What follows belongs to an exercise in optimizing a design on an open flow for a short achievable clock period and few clock cycles; a production flow would make more cautious choices. The RTL was checked by simulation tests, not by an equivalence proof against the original design. No driver is modelled on the clock port, so clocking that relies on it looks cheaper here than on a real chip. No activity file was given, so power comes from the tool's default toggle rates.

run a:
==> flow/design.v (excerpt) <==
module vfifo_top (
	input logic clk_axi,
	input logic rst_axi_n,
	input vfifo_cfg_pkg::word_t in_data,
	input logic in_valid,
	output logic in_ready,
	output vfifo_cfg_pkg::word_t out_data,
	output logic out_valid,
	input logic out_ready,
	output logic [vfifo_cfg_pkg::occ_width-1:0] occupancy,
	output logic [vfifo_cfg_pkg::addr_width-1:0] awaddr,
	output logic [7:0] awlen,
	output logic awvalid,
	input logic awready,
	output vfifo_cfg_pkg::word_t wdata,
	output logic wlast,
	output logic wvalid,
	input logic wready,
	input logic [1:0] bresp,
	input logic bvalid,
	output logic bready,
	output logic [vfifo_cfg_pkg::addr_width-1:0] araddr,
	output logic [7:0] arlen,
	output logic arvalid,
	input logic arready,
	input vfifo_cfg_pkg::word_t rdata,
	input logic [1:0] rresp,
	input logic rlast,
	input logic rvalid,
	output logic rready
);
	localparam int word_width = vfifo_cfg_pkg::word_width;
	localparam int burst_beats = vfifo_cfg_pkg::burst_beats;
	localparam int beat_width = vfifo_cfg_pkg::beat_width;
	localparam int buf_depth = vfifo_cfg_pkg::buf_depth;
	localparam int level_width = vfifo_cfg_pkg::level_width;
	localparam int slot_width = vfifo_cfg_pkg::slot_width;
	typedef vfifo_cfg_pkg::word_t word_t;
	word_t in_word;
	logic in_taken;
	logic [beat_width-1:0] in_beat;
	logic in_last;
	logic commit;
	logic [buf_depth-1:0] in_count;
	logic push;
	logic in_open;
	logic w_fired;
	logic ingress_allow;
	logic ingress_take;
	word_t egress_data;
	logic egress_valid;
	logic egress_take;
	logic out_popped;
	logic slot_written;
	logic slot_freed;
	logic [slot_width:0] occ_bursts;
	assign push = in_valid && in_open;
	always_ff @(posedge clk_axi) begin
		in_word <= in_data;
		in_last <= in_beat == beat_width'(burst_beats - 1);
	end
	always_ff @(posedge clk_axi) begin
		if (!rst_axi_n) begin
			in_taken <= 1'b0;
			in_beat <= '0;
			commit <= 1'b0;
			in_count <= '0;
			in_ready <= 1'b1;
			in_open <= 1'b1;
			w_fired <= 1'b0;
			out_popped <= 1'b0;
			occ_bursts <= '0;
		end else begin
			in_taken <= push;
			commit <= push && in_beat == beat_width'(burst_beats - 1);
			if (push) begin
				in_beat <= in_beat + 1'b1;
			end
			if (push && !w_fired) begin
				in_count <= {in_count[buf_depth-2:0], 1'b1};
  ...
Size in the first run: ~2,800 flip-flops, about 200 I/O pins, ~100,000 um^2 of cells after synthesis.
clock: 5.0 ns
lec_check: 0
abc_clock_period_in_ps: 2000
cap_margin: 20
core_margin: 2
core_utilization: 65
cts_cluster_diameter: 60
cts_cluster_size: 30
place_density: 0.75
setup_slack_margin: 3.0
slew_margin: 20
standard.sh (not shown) runs the stock make flow with config.mk's settings and CLKGATE_MAP_FILE= SYNTH_SCRIPT=/design/flow/synth_recipe.tcl, a recipe that flattens the netlist after the stock synthesis.
==> flow/flow/run.sh <==
#!/bin/bash
# Own layout flow: the standard flow (standard.sh) with four changes.
#  1. Port buffers are sky130_fd_sc_hd__buf_4 (BUFFER_PORTS_ARGS) instead of the resizer's
#     default pick, a delay cell.
#  2. After placement, each output port's buffer is moved next to the register that drives
#     it (flow/move_out_buf.tcl) and the placement is legalized again.
#  3. CTS routes the clock nets with a non-default rule (double spacing, -apply_ndr full).
#  4. After CTS, the clock root buffer is split into 4 buffers that the clock port drives
#     directly (flow/split_root.tcl), one per quarter of the old root's sinks; the rest of
#     the tree is kept. Then the standard flow continues from global routing.
# Each tool's full output goes to a log file of its own in this folder.
set -euo pipefail
export BUFFER_PORTS_ARGS="-buffer_cell sky130_fd_sc_hd__buf_4"
export CTS_ARGS="-sink_clustering_enable -repair_clock_nets -sink_clustering_size 30 -sink_clustering_max_diameter 60 -apply_ndr full"
R=orfs/results/${FLOW_PLATFORM}/vfifo_top/base
PD="$FLOW_HOME/platforms/$FLOW_PLATFORM"

bash standard.sh place > std_to_place.log 2>&1

cp "$R/3_place.odb" "$R/3_place_std.odb"
PLATFORM_DIR="$PD" ODB_IN="$R/3_place_std.odb" SDC_IN="$R/3_place.sdc" ODB_OUT="$R/3_place.odb" \
	openroad -no_init -exit flow/move_out_buf.tcl > move_out_buf.log 2>&1

bash standard.sh cts > std_cts.log 2>&1

cp "$R/4_cts.odb" "$R/4_cts_std.odb"
PLATFORM_DIR="$PD" ODB_IN="$R/4_cts_std.odb" SDC_IN="$R/4_cts.sdc" ODB_OUT="$R/4_cts.odb" NROOT=4 \
	openroad -no_init -exit flow/split_root.tcl > split_root.log 2>&1

bash standard.sh finish > std_finish.log 2>&1
test -s out/final.def
==> flow/flow/move_out_buf.tcl <==
# Place each output port's buffer next to the register that drives it, so that the register
# drives a short wire and the (stronger) port buffer drives the wire to the pin. Then legalize.
# Reads $::env(ODB_IN) and $::env(SDC_IN), writes $::env(ODB_OUT).
set p $::env(PLATFORM_DIR)
read_liberty $p/lib/sky130_fd_sc_hd__tt_025C_1v80.lib
read_db $::env(ODB_IN)
read_sdc $::env(SDC_IN)
source $p/setRC.tcl
set block [ord::get_db_block]
proc driver {net} {
  foreach it [$net getITerms] { if {[$it isOutputSignal]} { return $it } }
  return ""
}
set moved 0
foreach bt [$block getBTerms] {
  if {[$bt getIoType] ne "OUTPUT"} continue
  set d [driver [$bt getNet]]
  if {$d eq ""} continue
  set buf [$d getInst]
  set a [$buf findITerm A]
  if {$a eq "NULL" || $a eq ""} continue
  set fd [driver [$a getNet]]
  if {$fd eq ""} continue
  set ff [$fd getInst]
  if {![string match "*__df*" [[$ff getMaster] getName]]} continue
  lassign [$ff getLocation] fx fy
  $buf setLocation $fx $fy
  incr moved
}
puts "moved $moved output buffers"
detailed_placement
check_placement
write_db $::env(ODB_OUT)
==> flow/flow/split_root.tcl <==
# Split the clock tree's root buffer into NROOT copies: the clock port drives NROOT
# clkbuf_16 roots, each placed at the middle of, and driving, the root's old sinks in one
# part of the die (split by recursive bisection, equal counts). The tree below is kept,
# so every register's clock path keeps its depth and stays balanced.
# Reads $::env(ODB_IN) and $::env(SDC_IN), writes $::env(ODB_OUT).
set p $::env(PLATFORM_DIR)
read_liberty $p/lib/sky130_fd_sc_hd__tt_025C_1v80.lib
read_db $::env(ODB_IN)
read_sdc $::env(SDC_IN)
source $p/setRC.tcl
set nroot $::env(NROOT)
set block [ord::get_db_block]
set db [ord::get_db]
set master [$db findMaster sky130_fd_sc_hd__clkbuf_16]
set clknet [$block findNet clk_axi]
# the root buffer: the one cell the clock port drives
set roots {}
foreach it [$clknet getITerms] { lappend roots [$it getInst] }
if {[llength $roots] != 1} { error "expected one root, got [llength $roots]" }
set root [lindex $roots 0]
set rootout [[$root findITerm X] getNet]
set sinks {}
foreach it [$rootout getITerms] {
  if {[$it isInputSignal] || [[$it getMTerm] getSigType] eq "CLOCK" || [$it getIoType] eq "INPUT"} {
    if {[$it getInst] ne $root} { lappend sinks $it }
  }
}
puts "root [$root getName] drives [llength $sinks] sinks"
proc loc {it} { set b [[$it getInst] getBBox]; return [list [expr {([$b xMin]+[$b xMax])/2}] [expr {([$b yMin]+[$b yMax])/2}]] }
# recursive bisection into nroot groups
proc bisect {items n axis} {
  if {$n <= 1} { return [list $items] }
  set sorted [lsort -integer -index 1 [lmap it $items {list $it [lindex [loc $it] $axis]}]]
  set half [expr {[llength $sorted] / 2}]
  set a [lmap x [lrange $sorted 0 [expr {$half-1}]] {lindex $x 0}]
  set b [lmap x [lrange $sorted $half end] {lindex $x 0}]
  set na [expr {$n / 2}]
  return [concat [bisect $a $na [expr {1-$axis}]] [bisect $b [expr {$n-$na}] [expr {1-$axis}]]]
}
set core [$block getCoreArea]
set axis [expr {([$core dx] >= [$core dy]) ? 0 : 1}]
set groups [bisect $sinks $nroot $axis]
set k 0
foreach g $groups {
  set sx 0; set sy 0
  foreach it $g { lassign [loc $it] x y; incr sx $x; incr sy $y }
  set cx [expr {$sx / [llength $g]}]; set cy [expr {$sy / [llength $g]}]
  if {$k == 0} {
    set buf $root
    set net $rootout
  } else {
    set buf [odb::dbInst_create $block $master "clkbuf_root_${k}_clk_axi"]
    set net [odb::dbNet_create $block "clknet_root_${k}_clk_axi"]
    $net setSigType CLOCK
    [$buf findITerm A] connect $clknet
    [$buf findITerm X] connect $net
    foreach it $g { $it disconnect; $it connect $net }
  }
  $buf setLocation [expr {$cx - [$master getWidth]/2}] [expr {$cy - [$master getHeight]/2}]
  $buf setPlacementStatus PLACED
  puts "group $k: [llength $g] sinks at ($cx, $cy)"
  incr k
}
detailed_placement
check_placement
estimate_parasitics -placement
set_propagated_clock [all_clocks]
report_clock_latency
write_db $::env(ODB_OUT)
Per the final summary, run a finished and its layout is clean on timing, DRC and antenna.
Testbench counts of run a, summed over its fixed seeds: cycles 17,189.
> inputs changed (run a -> run b)
==> flow/flow/run.sh <==
#!/bin/bash
# Own layout flow: the standard flow (standard.sh) with two changes.
#  1. Port buffers are sky130_fd_sc_hd__buf_4 (BUFFER_PORTS_ARGS) instead of the resizer's
#     default pick, a delay cell.
#  2. After CTS, the clock root buffer is split into 4 buffers that the clock port drives
#     directly (flow/split_root.tcl), one per quarter of the old root's sinks; the rest of
#     the tree is kept. Then the standard flow continues from global routing.
# Each tool's full output goes to a log file of its own in this folder.
set -euo pipefail
export BUFFER_PORTS_ARGS="-buffer_cell sky130_fd_sc_hd__buf_4"
R=orfs/results/${FLOW_PLATFORM}/vfifo_top/base

bash standard.sh cts > std_to_cts.log 2>&1

cp "$R/4_cts.odb" "$R/4_cts_std.odb"
PLATFORM_DIR="$FLOW_HOME/platforms/$FLOW_PLATFORM" ODB_IN="$R/4_cts_std.odb" \
	SDC_IN="$R/4_cts.sdc" ODB_OUT="$R/4_cts.odb" NROOT=4 \
	openroad -no_init -exit flow/split_root.tcl > split_root.log 2>&1

bash standard.sh finish > std_finish.log 2>&1
test -s out/final.def
removed: flow/flow/move_out_buf.tcl
Findings:
Looking at the reports, run a completed the entire flow and the layout it produced met the timing, design-rule and antenna checks. Having completed the whole flow, run b delivered a layout that passed the timing, design-rule and antenna checks. On worst hold path depth, run a tracks run b almost exactly. In the reports for run b and run a, the larger met1 global-route usage belongs to run a. The fraction of power consumed by combinational cells was comparable across run b and run a. Compared with run a, detailed-routing wirelength on met1 in run b increased slightly. Against run a, run b comes in 1.0 points higher on ratio of final minimum period to clock period. The total power consumption of the routed design of run b was inferior to that of run a.

what the ideal ports hide:
How much do the figures lean on ideal ports? The routed layouts below were timed once more, with nothing changed but the port constraints.
Step 1: set_driving_cell puts a clkbuf_16 on clk_axi and a buf_2 on each other input, an assumption about the parent block.
Step 2 also shifts input and output timing later by t, the mid clock arrival at the registers, as if the neighbouring blocks saw the same clock.
Three values: ideal, step 1, step 2; two values: the first two.
run	t (ns)	setup slack, ns	latest minus earliest clock arrival (ns)	slew at the worst register clock pin (ns)	worst data-port slew with drivers (ns)
run a	0.743	2.916 / 2.742 / 2.384	0.058 / 0.058	0.11 / 0.11	0.08
run b	0.728	2.865 / 2.693 / 2.391	0.052 / 0.051	0.11 / 0.11	0.08
After both steps every run listed still meets setup and hold. For run a, which loses most, drivers alone change the setup slack by -0.174 ns; drivers and shift together by -0.532 ns.
